Source: an optimization exercise on an open RTL-to-GDS flow (aim: small area and few clock cycles per item). Production flows keep margins and buffers that such runs may drop.
RTL that was checked went through simulation tests only; none was proved equivalent to the original.

## run a
==> flow/design.v <==
`timescale 1ns / 1ps
package rnab_pkg;
    localparam int SRC_W   = 8;
    localparam int ROUND_W = 32;
    localparam int PADDR_W = 3;
    localparam int PDATA_W = 32;
    localparam int RANK_W  = 7;
endpackage
`timescale 1ns / 1ps
module rnab_cfg (
    input  logic                          clk,
    input  logic                          rst_n,
    input  logic                          psel,
    input  logic                          penable,
    input  logic                          pwrite,
    input  logic [rnab_pkg::PADDR_W-1:0]  paddr,
    input  logic [rnab_pkg::PDATA_W-1:0]  pwdata,
    output logic [rnab_pkg::PDATA_W-1:0]  prdata,
    output logic                          pready,
    output logic [rnab_pkg::RANK_W-1:0]   rank_total
);
    assign pready = 1'b1;
    assign prdata = paddr[2] ? '0 : rnab_pkg::PDATA_W'(rank_total);
    always_ff @(posedge clk or negedge rst_n)
    begin
        if (!rst_n)
            rank_total <= rnab_pkg::RANK_W'(1);
        else if (psel && penable && pwrite && !paddr[2])
            rank_total <= pwdata[rnab_pkg::RANK_W-1:0];
    end
endmodule
`timescale 1ns / 1ps
module rnab_core (
    input  logic                          clk,
    input  logic                          rst_n,
    input  logic                          take,
    input  logic                          bump,
    input  logic [1:0]                    action,
    input  logic [rnab_pkg::SRC_W-1:0]    sender,
    input  logic [rnab_pkg::ROUND_W-1:0]  msg_round,
    input  logic [rnab_pkg::RANK_W-1:0]   rank_total,
    output logic [2:0]                    kind,
    output logic [2:0]                    err,
    output logic                          two,
    output logic [1:0]                    phase,
    output logic [1:0]                    prev_phase,
    output logic [rnab_pkg::ROUND_W-1:0]  pivot_round,
    output logic [rnab_pkg::ROUND_W-1:0]  ack_round
);
    localparam logic [1:0] P_INIT   = 2'd0;
    localparam logic [1:0] P_READY  = 2'd1;
    localparam logic [1:0] P_RENEGO = 2'd2;
    localparam logic [1:0] P_ACK    = 2'd3;
    localparam logic [2:0] K_PIVOTS  = 3'd0;
    localparam logic [2:0] K_ACKS    = 3'd1;
    localparam logic [2:0] K_RELEASE = 3'd2;
    localparam logic [2:0] K_NONE    = 3'd3;
    localparam logic [2:0] K_ERROR   = 3'd4;
    logic [5:0]                    resp;
    logic                          sel;
    logic [6:0]                    n_eff;
    logic                          bad;
    logic                          renego;
    logic [6:0]                    resp_inc;
    logic                          pivot_done;
    logic [rnab_pkg::ROUND_W-1:0]  ack_round_inc;
    logic                          to_next;
    logic                          is_now;
    logic                          marked;
    logic [6:0]                    cnt_now;
    logic                          complete;
    logic [1:0]  phase_d;
    logic [1:0]  prev_d;
    logic        resp_ld;
    logic        pr_inc;
    logic        ar_inc;
    logic        set_en;
    logic        swap;
    assign n_eff      = rank_total[6] ? 7'd64 : rank_total;
    assign bad        = (sender >= {1'b0, n_eff});
    assign renego     = (phase == P_RENEGO);
    assign resp_inc   = renego ? {1'b0, resp} + 7'd1 : 7'd1;
    assign pivot_done = (resp_inc >= n_eff);
    assign ack_round_inc = ack_round + 1'b1;
    assign to_next       = (msg_round == ack_round_inc);
    assign is_now        = (msg_round == ack_round);
    assign complete      = to_next ? (cnt_now >= n_eff) : ({1'b0, cnt_now} + 8'd1 >= {1'b0, n_eff});
    rnab_fifo u_maps (
        .clk     (clk),
        .rst_n   (rst_n),
        .sel     (sel),
        .to_next (to_next),
        .idx     (sender[5:0]),
        .set_en  (set_en),
        .swap    (swap),
        .marked  (marked),
        .cnt_now (cnt_now)
    );
    always_comb
    begin
        kind    = K_NONE;
        err     = 3'd0;
        two     = 1'b0;
        phase_d = phase;
        prev_d  = prev_phase;
        resp_ld = 1'b0;
        pr_inc  = 1'b0;
        ar_inc  = 1'b0;
        set_en  = 1'b0;
        swap    = 1'b0;
        case (action)
            2'd0:
            begin
                if (!phase[1])
                begin
                    prev_d  = phase;
                    phase_d = P_RENEGO;
                    resp_ld = 1'b1;
                    kind    = K_PIVOTS;
                end
            end
            2'd1:
            begin
                if (msg_round != pivot_round)
                begin
                    kind = K_ERROR;
                    err  = 3'd1;
                end
                else if (bad)
                begin
                    kind = K_ERROR;
                    err  = 3'd3;
                end
                else
                begin
                    resp_ld = 1'b1;
                    if (!renego)
                    begin
                        prev_d  = phase;
                        phase_d = P_RENEGO;
                        kind    = K_PIVOTS;
                    end
                    if (pivot_done)
                    begin
                        prev_d  = P_RENEGO;
                        phase_d = P_ACK;
                        if (!renego)
                            two = 1'b1;
                        else
                        begin
                            kind   = K_ACKS;
                            pr_inc = 1'b1;
                        end
                    end
                end
            end
            2'd2:
            begin
                if (!to_next && !is_now)
                begin
                    kind = K_ERROR;
                    err  = 3'd2;
                end
                else if (bad)
                begin
                    kind = K_ERROR;
                    err  = 3'd3;
                end
                else if (marked)
                begin
                    kind = K_ERROR;
                    err  = 3'd4;
                end
                else if (complete && !phase[1])
                begin
                    kind = K_ERROR;
                    err  = 3'd5;
                end
                else if (complete)
                begin
                    swap   = 1'b1;
                    set_en = to_next;
                    ar_inc = 1'b1;
                    if (phase == P_ACK)
                    begin
                        prev_d  = P_ACK;
                        phase_d = P_READY;
                        kind    = K_RELEASE;
                    end
                end
                else
                    set_en = 1'b1;
            end
            default:
            begin
                if (renego)
                begin
                    kind = K_ERROR;
                    err  = 3'd6;
                end
                else
                    phase_d = P_INIT;
            end
        endcase
        if (!take)
        begin
            resp_ld = 1'b0;
            pr_inc  = 1'b0;
            ar_inc  = 1'b0;
            set_en  = 1'b0;
            swap    = 1'b0;
        end
    end
    always_ff @(posedge clk or negedge rst_n)
    begin
        if (!rst_n)
        begin
            phase       <= P_INIT;
            prev_phase  <= P_INIT;
            resp        <= '0;
            pivot_round <= '0;
            ack_round   <= '0;
            sel         <= 1'b0;
        end
        else
        begin
            if (take)
            begin
                phase      <= phase_d;
                prev_phase <= prev_d;
            end
            if (resp_ld)
                resp <= (action == 2'd0) ? 6'd0 : resp_inc[5:0];
            if (pr_inc || bump)
                pivot_round <= pivot_round + 1'b1;
            if (ar_inc)
                ack_round <= ack_round_inc;
            if (swap)
                sel <= !sel;
        end
    end
endmodule
`timescale 1ns / 1ps
module rnab_fifo (
    input  logic        clk,
    input  logic        rst_n,
    input  logic        sel,
    input  logic        to_next,
    input  logic [5:0]  idx,
    input  logic        set_en,
    input  logic        swap,
    output logic        marked,
    output logic [6:0]  cnt_now
);
    logic [63:0] bank_a_n;
    logic [63:0] bank_b_n;
    logic [6:0]  cnt_a;
    logic [6:0]  cnt_b;
    logic [63:0] onehot;
    logic [63:0] onehot_s;
    logic        tgt_b;
    logic        clr_a;
    logic        clr_b;
    logic        set_a;
    logic        set_b;
    assign tgt_b   = sel ^ to_next;
    assign onehot  = 64'd1 << idx;
    assign onehot_s = {64{set_en}} & onehot;
    assign marked  = tgt_b ? (!bank_b_n[idx] && !clr_b) : (!bank_a_n[idx] && !clr_a);
    assign cnt_now = sel ? cnt_b : cnt_a;
    assign set_a  = set_en && !tgt_b;
    assign set_b  = set_en && tgt_b;
    always_ff @(posedge clk)
    begin
        bank_a_n <= (bank_a_n | {64{clr_a}}) & ~(onehot_s & {64{!tgt_b}});
        bank_b_n <= (bank_b_n | {64{clr_b}}) & ~(onehot_s & {64{tgt_b}});
    end
    always_ff @(posedge clk or negedge rst_n)
    begin
        if (!rst_n)
        begin
            cnt_a <= '0;
            cnt_b <= '0;
            clr_a <= 1'b1;
            clr_b <= 1'b1;
        end
        else
        begin
            clr_a <= swap && !sel;
            clr_b <= swap && sel;
            if (swap && !sel)
                cnt_a <= '0;
            else if (set_a)
                cnt_a <= cnt_a + 1'b1;
            if (swap && sel)
                cnt_b <= '0;
            else if (set_b)
                cnt_b <= cnt_b + 1'b1;
        end
    end
endmodule
`timescale 1ns / 1ps
module range_negotiation_ack_barrier_unit (
    input  logic                          clk,
    input  logic                          rst_n,
    input  logic                          in_valid,
    output logic                          in_ready,
    input  logic [1:0]                    action,
    input  logic [rnab_pkg::SRC_W-1:0]    sender,
    input  logic [rnab_pkg::ROUND_W-1:0]  msg_round,
    output logic                          out_valid,
    input  logic                          out_ready,
    output logic [2:0]                    kind,
    output logic [2:0]                    error_code,
    output logic [rnab_pkg::ROUND_W-1:0]  round,
    output logic [1:0]                    phase,
    output logic [1:0]                    prev_phase,
    output logic                          last,
    input  logic                          psel,
    input  logic                          penable,
    input  logic                          pwrite,
    input  logic [rnab_pkg::PADDR_W-1:0]  paddr,
    input  logic [rnab_pkg::PDATA_W-1:0]  pwdata,
    output logic [rnab_pkg::PDATA_W-1:0]  prdata,
    output logic                          pready
);
    logic [rnab_pkg::RANK_W-1:0]   rank_total;
    logic                          pend2;
    logic                          take;
    logic                          bump;
    logic [2:0]                    kind_c;
    logic [2:0]                    err_c;
    logic                          two_c;
    logic [rnab_pkg::ROUND_W-1:0]  pivot_round;
    logic [rnab_pkg::ROUND_W-1:0]  ack_round;
    assign in_ready = !pend2 && (!out_valid || out_ready);
    assign take     = in_valid && in_ready;
    assign bump     = pend2 && out_ready;
    rnab_cfg u_cfg (
        .clk        (clk),
        .rst_n      (rst_n),
        .psel       (psel),
        .penable    (penable),
        .pwrite     (pwrite),
        .paddr      (paddr),
        .pwdata     (pwdata),
        .prdata     (prdata),
        .pready     (pready),
        .rank_total (rank_total)
    );
    rnab_core u_core (
        .clk         (clk),
        .rst_n       (rst_n),
        .take        (take),
        .bump        (bump),
        .action      (action),
        .sender      (sender),
        .msg_round   (msg_round),
        .rank_total  (rank_total),
        .kind        (kind_c),
        .err         (err_c),
        .two         (two_c),
        .phase       (phase),
        .prev_phase  (prev_phase),
        .pivot_round (pivot_round),
        .ack_round   (ack_round)
    );
    always_ff @(posedge clk or negedge rst_n)
    begin
        if (!rst_n)
        begin
            out_valid <= 1'b0;
            pend2     <= 1'b0;
        end
        else
        begin
            if (take)
            begin
                out_valid <= 1'b1;
                pend2     <= two_c;
            end
            else if (out_ready)
            begin
                out_valid <= pend2;
                pend2     <= 1'b0;
            end
        end
    end
    always_ff @(posedge clk)
    begin
        if (take)
        begin
            kind       <= kind_c;
            error_code <= err_c;
        end
        else if (bump)
            kind <= 3'd1;
    end
    assign last  = !pend2;
    assign round = (kind == 3'd0) ? pivot_round :
                   (kind == 3'd1) ? ack_round : '0;
endmodule
clock: 6.5 ns
lec_check: 0
cap_margin: 20
core_margin: 2
core_utilization: 40
slew_margin: 20
standard.sh (not shown) runs the stock make flow with config.mk's settings and CLKGATE_MAP_FILE= SYNTH_SCRIPT=/design/flow/synth_recipe.tcl, a recipe that flattens the netlist after the stock synthesis.
==> flow/flow/run.sh <==
#!/bin/bash
# Standard layout with area-oriented changes: port buffers use buf_1 and
# clock tree synthesis uses clusters of sinks under single small clock
# buffers, without dummy loads.
set -euo pipefail
export BUFFER_PORTS_ARGS="-buffer_cell sky130_fd_sc_hd__buf_1"
export CTS_ARGS="-sink_clustering_enable -repair_clock_nets -dont_use_dummy_load -buf_list sky130_fd_sc_hd__clkbuf_8 -sink_clustering_size 20 -sink_clustering_max_diameter 60"
bash standard.sh > standard_make.log 2>&1
Input-level comparison between run b and run a:
==> flow/design.v, changed modules only <==
module rnab_fifo (
    input  logic        clk,
    input  logic        rst_n,
    input  logic        sel,
    input  logic        to_next,
    input  logic [5:0]  idx,
    input  logic        set_en,
    input  logic        swap,
    output logic        marked,
    output logic [6:0]  cnt_now
);
    logic [63:0] bank_a;
    logic [63:0] bank_b;
    logic [6:0]  cnt_a;
    logic [6:0]  cnt_b;
    logic [63:0] onehot;
    logic [63:0] onehot_s;
    logic        tgt_b;
    logic        clr_a;
    logic        clr_b;
    logic        set_a;
    logic        set_b;
    assign tgt_b   = sel ^ to_next;
    assign onehot  = 64'd1 << idx;
    assign onehot_s = {64{set_en}} & onehot;
    assign marked  = tgt_b ? (bank_b[idx] && !clr_b) : (bank_a[idx] && !clr_a);
    assign cnt_now = sel ? cnt_b : cnt_a;
    assign set_a  = set_en && !tgt_b;
    assign set_b  = set_en && tgt_b;
    always_ff @(posedge clk)
    begin
        bank_a <= (bank_a & {64{!clr_a}}) | (onehot_s & {64{!tgt_b}});
        bank_b <= (bank_b & {64{!clr_b}}) | (onehot_s & {64{tgt_b}});
    end
    always_ff @(posedge clk or negedge rst_n)
    begin
        if (!rst_n)
        begin
            cnt_a <= '0;
            cnt_b <= '0;
            clr_a <= 1'b1;
            clr_b <= 1'b1;
        end
        else
        begin
            clr_a <= swap && !sel;
            clr_b <= swap && sel;
            if (swap && !sel)
                cnt_a <= '0;
            else if (set_a)
                cnt_a <= cnt_a + 1'b1;
            if (swap && sel)
                cnt_b <= '0;
            else if (set_b)
                cnt_b <= cnt_b + 1'b1;
        end
    end
endmodule
## What came out
Final cell utilization of the core: run b and run a compared, higher one is run a. The final reports for run b and run a show count of placed standard cells in the final layout, fillers left out lower in the former. In the tables for run b and run a, post-route standard cell area excluding fillers reads lower with run b. What run b reported for number of CTS-inserted buffers has to be multiplied by 1.09 to get the figure for run a. The lower cell count after placement of run b and run a is in run b. Run b ended with less fraction of synthesized cell area in xor and xnor cells than run a. Row met2 demand-to-capacity share in global routing: run b higher / run a lower. Run b vs. run a: clock skew increased by 0.040 ns relative to the old numbers; number of nets in the layout decreased by 98 relative to the old numbers; met3 layer wire length in the routed design decreased by about 5.5% relative to the old numbers. Summary — delay of the slowest cell on the worst path, run b relative to run a: lower, by 0.09 ns. On adder and majority gate portion of the synthesized area, run a tracks run b almost exactly. [run b] area growth from synthesis to final layout fell 1.4 points relative to run a.
Testbench counts of run b, summed over its fixed seeds: cycles 64,320, items 64,000.
Only the layout flow was run in run a; the RTL was not checked for function there.

## port drivers added, routing unchanged
No port has a modelled driver above. Below, the same layouts with a new extraction and two added sets of constraints. Step 1 (the two cells are an assumption about what drives the block):
set clk [get_ports {clk}]
set_driving_cell -lib_cell sky130_fd_sc_hd__clkbuf_16 $clk
set_driving_cell -lib_cell sky130_fd_sc_hd__buf_2 [delete_from_list [all_inputs] $clk]
Step 2, shift: input delay + t, output delay - t, t = (earliest + latest rising clock arrival at the registers) / 2. This alone moves slack from input paths to output paths. a / b / c = ideal ports / drivers / drivers and shift; a / b = the first two.
run | t, ns | slack for setup (ns) | latest minus earliest clock arrival (ns)
run a | 0.615 | 1.452 / 1.456 / 0.841 | 0.093 / 0.093
run b | 0.583 | 1.520 / 1.520 / 1.151 | 0.128 / 0.128
After both steps setup and hold are still met in every run listed. The setup slack of run a, which loses most, moves by +0.004 ns with the drivers and by -0.611 ns with both steps.
